Context: an optimization exercise on an open-source flow, tuned for small area and a short achievable clock period. The choices shown serve that exercise and are no tape-out recipe.
In this exercise RTL edits were held to simulation tests only and were not proved equivalent to the original.
Power figures rest on the tool's default switching activity, not on a simulated workload.

// intra_recon_top
module intra_recon_top #(
	parameter int BIT_DEPTH = intra_geom_pkg::DEFAULT_BIT_DEPTH
) (
	input  logic                                                 clk,
	input  logic                                                 arst_n,
	input  logic                                                 i_valid,
	input  intra_mode_pkg::mode_t                                i_mode,
	input  logic                                                 i_is_inter,
	input  logic [intra_geom_pkg::TB_SIZE*BIT_DEPTH-1:0]         i_above,
	input  logic [intra_geom_pkg::TB_SIZE*BIT_DEPTH-1:0]         i_left,
	input  logic [BIT_DEPTH-1:0]                                 i_top_right,
	input  logic [BIT_DEPTH-1:0]                                 i_bottom_left,
	input  logic [intra_geom_pkg::NUM_SAMPLES*(BIT_DEPTH+1)-1:0] i_residuals,
	input  logic [intra_geom_pkg::NUM_SAMPLES*BIT_DEPTH-1:0]     i_pred_inter,
	output logic                                                 o_valid,
	output logic [intra_geom_pkg::NUM_SAMPLES*BIT_DEPTH-1:0]     o_recon
);
For scale: roughly 4,500 cells after synthesis, about 490 I/O pins, roughly 46,000 µm² of cells after synthesis.
==> flow/config.mk <==
export PLATFORM = sky130hd
export DESIGN_NAME = intra_recon_top
export DESIGN_NICKNAME = intra_recon_top
export VERILOG_FILES = /design/flow/design.v
export SDC_FILE = /design/flow/constraint.sdc
export NUM_CORES = 4
export LEC_CHECK = 0
export CAP_MARGIN = 20
export CORE_MARGIN = 2
export CORE_UTILIZATION = 40
export CTS_CLUSTER_DIAMETER = 100
export CTS_CLUSTER_SIZE = 20
export SETUP_SLACK_MARGIN = 2.4
export SLEW_MARGIN = 20
==> flow/constraint.sdc <==
create_clock -name core_clock -period 5.2 [get_ports {clk}]
set_input_delay 1.0400 -clock core_clock [delete_from_list [all_inputs] [get_ports {clk}]]
set_output_delay 1.0400 -clock core_clock [all_outputs]
set_load 0.01 [all_outputs]
standard.sh (not shown) runs the stock make flow with config.mk's settings and CLKGATE_MAP_FILE= SYNTH_SCRIPT=/design/flow/synth_recipe.tcl, a recipe that flattens the netlist after the stock synthesis.
==> flow/flow/run.sh <==
#!/bin/bash
# The standard layout (standard.sh, all ORFS steps from synthesis to
# finish), with buf_2 as the port buffer instead of buffer_ports' default
# delay buffer. Every input and output port still gets its own buffer.
set -euo pipefail
export BUFFER_PORTS_ARGS="-buffer_cell sky130_fd_sc_hd__buf_2"
bash standard.sh finish > standard_run.log 2>&1
Next try:
--- a/flow/design.v
+++ b/flow/design.v
@@ -248,26 +248,29 @@
 	for (genvar k = 0; k < N; k++) begin : g_unpack
 		assign in_a[k] = i_above[k*BD +: BD];
 		assign in_l[k] = i_left[k*BD +: BD];
 	end
 	logic [INTRA_W-1:0] intra_in;
 	assign intra_in[OFF_ABOVE +: N*BD] = i_above;
 	assign intra_in[OFF_LEFT +: N*BD]  = i_left;
 	assign intra_in[OFF_TR +: BD]      = i_top_right;
 	assign intra_in[OFF_BL +: BD]      = i_bottom_left;
 	for (genvar k = 0; k < N; k++) begin : g_in
-		assign intra_in[OFF_U + k*EW +: EW]  = EW'(in_l[k]) + EW'(i_top_right);
-		assign intra_in[OFF_W + k*EW +: EW]  = EW'(in_a[k]) + EW'(i_bottom_left);
-		assign intra_in[OFF_H0 + k*TW +: TW] = TW'(in_l[k]) + (TW'(in_l[k]) << 1) + TW'(i_top_right);
-		assign intra_in[OFF_H2 + k*TW +: TW] = TW'(in_l[k]) + TW'(i_top_right) + (TW'(i_top_right) << 1);
-		assign intra_in[OFF_V0 + k*TW +: TW] = TW'(in_a[k]) + (TW'(in_a[k]) << 1) + TW'(i_bottom_left);
-		assign intra_in[OFF_V2 + k*TW +: TW] = TW'(in_a[k]) + TW'(i_bottom_left) + (TW'(i_bottom_left) << 1);
+		logic [EW-1:0] u, w;
+		assign u = EW'(in_l[k]) + EW'(i_top_right);
+		assign w = EW'(in_a[k]) + EW'(i_bottom_left);
+		assign intra_in[OFF_U + k*EW +: EW]  = u;
+		assign intra_in[OFF_W + k*EW +: EW]  = w;
+		assign intra_in[OFF_H0 + k*TW +: TW] = TW'(u) + (TW'(in_l[k]) << 1);
+		assign intra_in[OFF_H2 + k*TW +: TW] = TW'(u) + (TW'(i_top_right) << 1);
+		assign intra_in[OFF_V0 + k*TW +: TW] = TW'(w) + (TW'(in_a[k]) << 1);
+		assign intra_in[OFF_V2 + k*TW +: TW] = TW'(w) + (TW'(i_bottom_left) << 1);
 	end
 	assign intra_in[OFF_DC + 0*TW +: TW] = TW'(in_a[0]) + TW'(in_a[1]) + TW'(in_a[2]);
 	assign intra_in[OFF_DC + 1*TW +: TW] = TW'(in_a[3]) + TW'(in_l[0]) + TW'(in_l[1]);
 	assign intra_in[OFF_DC + 2*TW +: TW] = TW'(in_l[2]) + TW'(in_l[3]) + TW'(N);
 	logic                a_planar, a_dc, a_hor, a_ver, a_inter;
 	logic [INTRA_W-1:0]  a_op;
 	logic [NS*RES_W-1:0] a_res;
 	always_ff @(posedge clk) begin
 		a_inter  <= i_is_inter;
 		a_planar <= !i_is_inter && (i_mode == intra_mode_pkg::MODE_PLANAR);
The changed run completed without violations. Maximum frequency is lower by 2.4%. Design area is lower by 1.3%. Global-route usage is about the same. Critical path depth went up by 3. Synthesized area drops by 6.0%. Worst hold slack loses 0.080 ns. Via count is lower by 4.4%. Setup slack loses 0.071 ns. Combinational power came out higher by 12%.

the previous run:
intra_recon_top, a different RTL version from the one above (not shown whole).
Size: ~880 flip-flops, about 490 I/O pins.
export LEC_CHECK = 0
export CAP_MARGIN = 20
export CORE_MARGIN = 2
export CORE_UTILIZATION = 40
export CTS_CLUSTER_DIAMETER = 100
export CTS_CLUSTER_SIZE = 20
export SETUP_SLACK_MARGIN = 2.6
export SLEW_MARGIN = 20
create_clock -name core_clock -period 5.2 [get_ports {clk}]
Scripts as last shown in full above: flow/flow/run.sh
The previous run was carried through to the last stage, and its layout satisfied the timing, design-rule and antenna checks.
For the current run, these inputs were changed with respect to the previous run:
--- a/flow/design.v
+++ b/flow/design.v
@@ -293,22 +293,20 @@
 		a_dc     <= !i_is_inter && (i_mode != intra_mode_pkg::MODE_PLANAR)
 			&& (i_mode != intra_mode_pkg::MODE_HOR) && (i_mode != intra_mode_pkg::MODE_VER);
 		a_op[SHARED_W-1:0]       <= i_is_inter ? i_pred_inter : intra_in[SHARED_W-1:0];
 		a_op[INTRA_W-1:SHARED_W] <= intra_in[INTRA_W-1:SHARED_W];
 		a_res <= i_residuals;
 	end
 	logic [PW-1:0] dc_sum;
 	logic [BD:0]   dc;    
 	assign dc_sum = a_op[OFF_DC +: PW] + a_op[OFF_DC + PW +: PW];
 	assign dc = dc_sum[2 +: BD+1];
-	logic [BD:0] dcg;    
-	assign dcg = dc & {(BD+1){a_dc}};
 	logic [BD-1:0] tr, bl;
 	assign tr = a_op[OFF_TR +: BD];
 	assign bl = a_op[OFF_BL +: BD];
 	logic [NS*(BD+1)-1:0] b_pred;  
 	logic [NS*RES_W-1:0] b_res;
 	for (genvar y = 0; y < N; y++) begin : g_row
 		for (genvar x = 0; x < N; x++) begin : g_col
 			localparam int I = y*N + x;
 			logic [BD-1:0] above_x, left_y, inter_i;
 			logic [BD:0]   p;
@@ -318,29 +316,28 @@
 			assign inter_i = a_op[I*BD +: BD];
 			if (x == 0)      assign h = PW'(a_op[OFF_H0 + y*TW +: TW]);
 			else if (x == 1) assign h = PW'(a_op[OFF_U + y*EW +: EW]) << 1;
 			else if (x == 2) assign h = PW'(a_op[OFF_H2 + y*TW +: TW]);
 			else             assign h = PW'(tr) << 2;
 			if (y == 0)      assign v = PW'(a_op[OFF_V0 + x*TW +: TW]);
 			else if (y == 1) assign v = PW'(a_op[OFF_W + x*EW +: EW]) << 1;
 			else if (y == 2) assign v = PW'(a_op[OFF_V2 + x*TW +: TW]);
 			else             assign v = PW'(bl) << 2;
 			assign plan = h + v;
-			logic [BD:0] p_early, p_late;
 			always_comb begin
-				p_early = '0;
-				if (a_inter)  p_early = p_early | {inter_i, 1'b0};
-				if (a_hor)    p_early = p_early | {left_y, 1'b0};
-				if (a_ver)    p_early = p_early | {above_x, 1'b0};
+				p = '0;
+				if (a_inter)  p = p | {inter_i, 1'b0};
+				if (a_planar) p = p | plan[2 +: BD+1];
+				if (a_hor)    p = p | {left_y, 1'b0};
+				if (a_ver)    p = p | {above_x, 1'b0};
+				if (a_dc)     p = p | dc;
 			end
-			assign p_late = a_planar ? plan[2 +: BD+1] : dcg;
-			assign p = p_early | p_late;
 			always_ff @(posedge clk)
 				b_pred[I*(BD+1) +: BD+1] <= p;
 		end
 	end
 	always_ff @(posedge clk)
 		b_res <= a_res;
 	logic [NS*BD-1:0] recon_next;
 	for (genvar i = 0; i < NS; i++) begin : g_clip
 		logic signed [SUM_W:0] s2;   
 		logic signed [SUM_W-1:0] s;
Results
The current run reports its launch point of the worst path as a_op[325]$_DFF_P_ while the previous run reports i_above[22].
The current run reports a higher maximum single-stage delay on the critical path than the previous run does.
Diff the previous run..the current run | overall via count from detail_route | negligible
In terms of leakage power total, the current run and the previous run differ only marginally.
Per the final summary, the current run finished and its layout is clean on timing, DRC and antenna.
Going from the previous run to the current run, sequential power shrank slightly.
Compared with the previous run, the current run shows count of buffers added by post-CTS timing repair for setup lower by 20.
Delta (the current run minus the previous run): power in the clock group has increased, global-route wire length before repair moved up.
For the current run, the worst setup path category was flop to flop, unlike the previous run, where it was primary input to flop.

-- re-timing with driven ports --
No port has a modelled driver above. Below, the same layouts with a new extraction and two added sets of constraints. Step 1 assumes that a clkbuf_16 drives the clock port and a buf_2 every other input. Step 2, shift: input delay + t, output delay - t, t = (earliest + latest rising clock arrival at the registers) / 2. This alone moves slack from input paths to output paths. a / b / c = ideal / step 1 / step 2; a / b = the first two.
run	t (ns)	slack for setup (ns)	hold slack, ns	slew at the worst register clock pin (ns)	worst data-port slew with drivers (ns)
the first run of note 1	0.772	2.314 / 2.314 / 1.786	0.322 / 0.300 / 0.322	0.10 / 0.10	0.14
the second run of note 1	0.766	2.243 / 2.243 / 1.537	0.242 / 0.207 / 0.313	0.09 / 0.09	0.20
the previous run	0.756	2.465 / 2.368 / 1.612	0.225 / 0.187 / 0.318	0.10 / 0.10	0.18
the current run	0.764	2.514 / 2.514 / 1.814	0.322 / 0.316 / 0.322	0.10 / 0.10	0.11
After both steps setup and hold are still met in every run listed. The setup slack of the previous run, which loses most, moves by -0.097 ns with the drivers and by -0.853 ns with both steps.
